Source: an optimization exercise on an open RTL-to-GDS flow (aim: small area, a short achievable clock period and few clock cycles per item). Production flows keep margins and buffers that such runs may drop.
Function was checked by simulation only, so behaviour that the tests miss may differ from the original.

// contiguous_block_allocator
module contiguous_block_allocator (
  input  wire logic              clk_i,
  input  wire logic              rst_ni,
  input  wire logic              req_valid,
  output logic                   req_ready,
  input  wire logic [1:0]        req_type,
  input  wire logic [7:0]        req_handle,
  input  wire logic [19:0]       req_size_bytes,
  output logic                   rsp_valid,
  input  wire logic              rsp_ready,
  output logic [1:0]             rsp_status,
  output logic [7:0]             rsp_start_block,
  output logic [8:0]             rsp_current_usage,
  output logic [8:0]             rsp_peak_usage,
  input  wire logic              psel,
  input  wire logic              penable,
  input  wire logic              pwrite,
  input  wire logic [cba_pkg::PaddrW-1:0] paddr,
  input  wire logic [31:0]       pwdata,
  output logic [31:0]            prdata,
  output logic                   pready
);
  localparam int BsW = cba_pkg::BsW;
  logic [BsW-1:0] block_size_q, bs_eff;
  logic           bs_zero_q;
  assign pready = 1'b1;
  assign prdata = paddr[2] ? 32'd0 : {{(32-BsW){1'b0}}, block_size_q};
  assign bs_eff = {block_size_q[BsW-1:1], block_size_q[0] | bs_zero_q};
  always_ff @(posedge clk_i or negedge rst_ni) begin
    if (!rst_ni) begin
      block_size_q <= cba_pkg::BsReset;
      bs_zero_q    <= 1'b0;
    end else if (psel && penable && pwrite && !paddr[2]) begin
      block_size_q <= pwdata[BsW-1:0];
      bs_zero_q    <= (pwdata[BsW-1:0] == '0);
    end
  end
  logic        adv, f_valid, f_zero, f_big, h_valid, h_pop, n_valid;
  logic [9:0]  f_tag;
  logic [7:0]  f_q;
  logic [19:0] h_data, n_data;
  ...
make LEC_CHECK=0 ABC_AREA=1 CAP_MARGIN=20 CORE_MARGIN=2 CORE_UTILIZATION=40 GPL_TIMING_DRIVEN=0 SETUP_SLACK_MARGIN=3.5 SLEW_MARGIN=20 finish   # period 10.0 ns
run.sh (not shown) runs the stock make flow with config.mk's settings and CLKGATE_MAP_FILE= SYNTH_SCRIPT=/design/flow/synth_recipe.tcl, a recipe that flattens the netlist after the stock synthesis.
The starting point went through all stages and came out clean.
Testbench counts at the start, summed over its fixed seeds: cycles 6,550, items 4,000.
Edit:
--- a/flow/config.mk
+++ b/flow/config.mk
@@ -12,3 +12,4 @@
 export GPL_TIMING_DRIVEN = 0
-export SETUP_SLACK_MARGIN = 3.5
+export SETUP_SLACK_MARGIN = 5.0
 export SLEW_MARGIN = 20
+export SYNTH_HIERARCHICAL = 1
Outcome: The new run completed with no timing, DRC or antenna violations. Setup slack gains 0.66 ns. Via count grows by roughly a tenth. Final area grows by about a fifth. Routed wire length is about the same. Hold slack loses 0.0032 ns. Synthesized area grows by roughly a tenth. Count of clock-buffer cells in the layout shrinks by 11. Non-clock buffer count grows by 412. Core utilization grows by 3.2 points.
Edit:
--- a/flow/config.mk
+++ b/flow/config.mk
@@ -12,4 +12,3 @@
 export GPL_TIMING_DRIVEN = 0
-export SETUP_SLACK_MARGIN = 5.0
+export SETUP_SLACK_MARGIN = 3.0
 export SLEW_MARGIN = 20
-export SYNTH_HIERARCHICAL = 1
Utilization went down by 4.0 points.
Design area falls by 17%.
Global-route usage is higher by 4.6 points.
Worst setup slack degrades by 1.1 ns.
Synthesized cell count decreases by 17%.
Fmax goes down by 16%.
Sequential cell count shrinks by 4.
Edit:
--- a/flow/config.mk
+++ b/flow/config.mk
@@ -7,3 +7,2 @@
 export LEC_CHECK = 0
-export ABC_AREA = 1
 export CAP_MARGIN = 20
@@ -14 +13,2 @@
 export SLEW_MARGIN = 20
+export SYNTH_HIERARCHICAL = 1
What happened: The new run ran to the end with no violations. Clock-buffer cell count shrinks by 13. Global-route usage climbs by 0.74 points. Routed wire length is higher by 3.7%. Final area rose by about 10%. Non-clock buffer count is higher by 403. Worst setup slack gets worse by 0.36 ns. Clock skew increases by 0.034 ns. Sequential share of layout area drops by 2.6 points. Utilization grows by 3.6 points. Critical path depth decreases by 1.
Edit:
--- a/flow/config.mk
+++ b/flow/config.mk
@@ -7,2 +7,3 @@
 export LEC_CHECK = 0
+export ABC_AREA = 1
 export CAP_MARGIN = 20
@@ -11,4 +12,3 @@
 export GPL_TIMING_DRIVEN = 0
-export SETUP_SLACK_MARGIN = 3.0
+export SETUP_SLACK_MARGIN = 4.5
 export SLEW_MARGIN = 20
-export SYNTH_HIERARCHICAL = 1
Result: Cell count came out higher by about 20%; synthesized cell count goes up by about 26%; design area came out higher by 6.3%.
Edit:
--- a/flow/config.mk
+++ b/flow/config.mk
@@ -12,3 +12,4 @@
 export GPL_TIMING_DRIVEN = 0
-export SETUP_SLACK_MARGIN = 4.5
+export SETUP_SLACK_MARGIN = 4.0
 export SLEW_MARGIN = 20
+export SYNTH_HIERARCHICAL = 1
Core utilization drops by 6.0 points.
Synthesized area climbs by roughly a tenth.

========
Setup of 05-14:
contiguous_block_allocator, a different RTL version from the one above (not shown whole).
Size in the first run: about 7,600 cells after synthesis, ~0.071 mm² of cells after synthesis.
make LEC_CHECK=0 CAP_MARGIN=20 CORE_MARGIN=2 CORE_UTILIZATION=40 CTS_BUF_LIST=sky130_fd_sc_hd__clkbuf_8 GPL_TIMING_DRIVEN=0 SETUP_SLACK_MARGIN=2.5 SLEW_MARGIN=20 SYNTH_HIERARCHICAL=1 finish   # period 10.0 ns
05-14 did not stop at any stage, and its layout met the timing, DRC and antenna checks.
Testbench counts of 05-14, summed over its fixed seeds: cycles 6,558, items 4,000.
#### Input delta (11-17 over 05-14)
- CTS_BUF_LIST no longer set, was sky130_fd_sc_hd__clkbuf_8
==> summary.txt <==
Final clock period utilization by the worst path (lower): 05-14
Launching element of the worst setup path = u_back.pd_sel_q[14]$_DFF_P_: 11-17; launching element of the worst setup path = u_back.pd_seh_q[12]$_DFF_PN0_: 05-14
Re final worst-path setup slack: 11-17 is 0.11 ns down on 05-14.
Comparing 11-17 and 05-14, sequential share of layout area is lower on 11-17.
05-14 → 11-17: overall via count from detail_route went down about 0.34%, design area moved up, time the final worst path needs with I/O delays and setup higher.

========
== rev 12 ==
contiguous_block_allocator with an RTL version that a note above also has.
Size in the first run: roughly 940 flip-flops, ~140 I/O pins.
clock: 10.0 ns
lec_check: 0
abc_area: 1
cap_margin: 20
core_margin: 2
core_utilization: 48
gpl_timing_driven: 0
setup_slack_margin: 3.5
slew_margin: 20
Testbench counts of rev 12, summed over its fixed seeds: cycles 6,550, items 4,000.
Input changes introduced in rev 13 (baseline for comparison: rev 12):
Settings: SETUP_SLACK_MARGIN: 3.5 -> 2.5; ABC_AREA: 1 -> unset; CORE_UTILIZATION: 48 -> 40; SYNTH_HIERARCHICAL: unset -> 1.
Findings:
- Die size: rev 13 exceeds rev 12
- Diff rev 12 -> rev 13 | met2 routing resource usage after global routing | decrease of 10 points
- Final instance area of rev 13 exceeds that of rev 12 by a few percent.
- For rev 13, the most common library cell in the layout ignoring fill and taps was a21o_1, unlike rev 12, where it was nand2_1.
- Summary of rev 13 over rev 12: utilization dropped 8.6 points; average wire per standard cell went up by about 23%; aggregate global-route resource usage dropped 5.0 points.

re-timing with driven ports:
How much do the figures lean on ideal ports? The routed layouts below were timed once more, with nothing changed but the port constraints. Step 1, drivers: a clkbuf_16 drives clk_i and a buf_2 each remaining input, both assumed. Step 2 also shifts input and output timing later by t, the mid clock arrival at the registers, as if the neighbouring blocks saw the same clock. Three values: no drivers, after step 1, after step 2; two values: the first two.
run | t, ns | slack for setup (ns) | slew at the worst register clock pin (ns) | worst slew at a driven data input, ns
the first run of note 1 | 0.885 | 3.374 / 3.374 / 3.374 | 0.07 / 0.07 | 0.07
the second run of note 1 | 0.864 | 4.038 / 4.038 / 4.038 | 0.07 / 0.07 | 0.05
the third run of note 1 | 0.877 | 2.927 / 2.927 / 2.927 | 0.07 / 0.07 | 0.07
the fourth run of note 1 | 0.879 | 2.567 / 2.567 / 2.567 | 0.07 / 0.07 | 0.05
the fifth run of note 1 | 0.871 | 4.025 / 4.025 / 4.025 | 0.07 / 0.07 | 0.05
the sixth run of note 1 | 0.891 | 3.923 / 3.923 / 3.923 | 0.07 / 0.07 | 0.06
05-14 | 1.123 | 2.357 / 2.357 / 2.357 | 0.07 / 0.07 | 0.08
11-17 | 0.903 | 2.244 / 2.244 / 2.244 | 0.07 / 0.07 | 0.09
rev 12 | 0.854 | 3.333 / 3.333 / 3.333 | 0.07 / 0.07 | 0.05
rev 13 | 0.879 | 2.206 / 2.206 / 2.206 | 0.07 / 0.07 | 0.05
After both steps setup and hold are still met in every run listed.
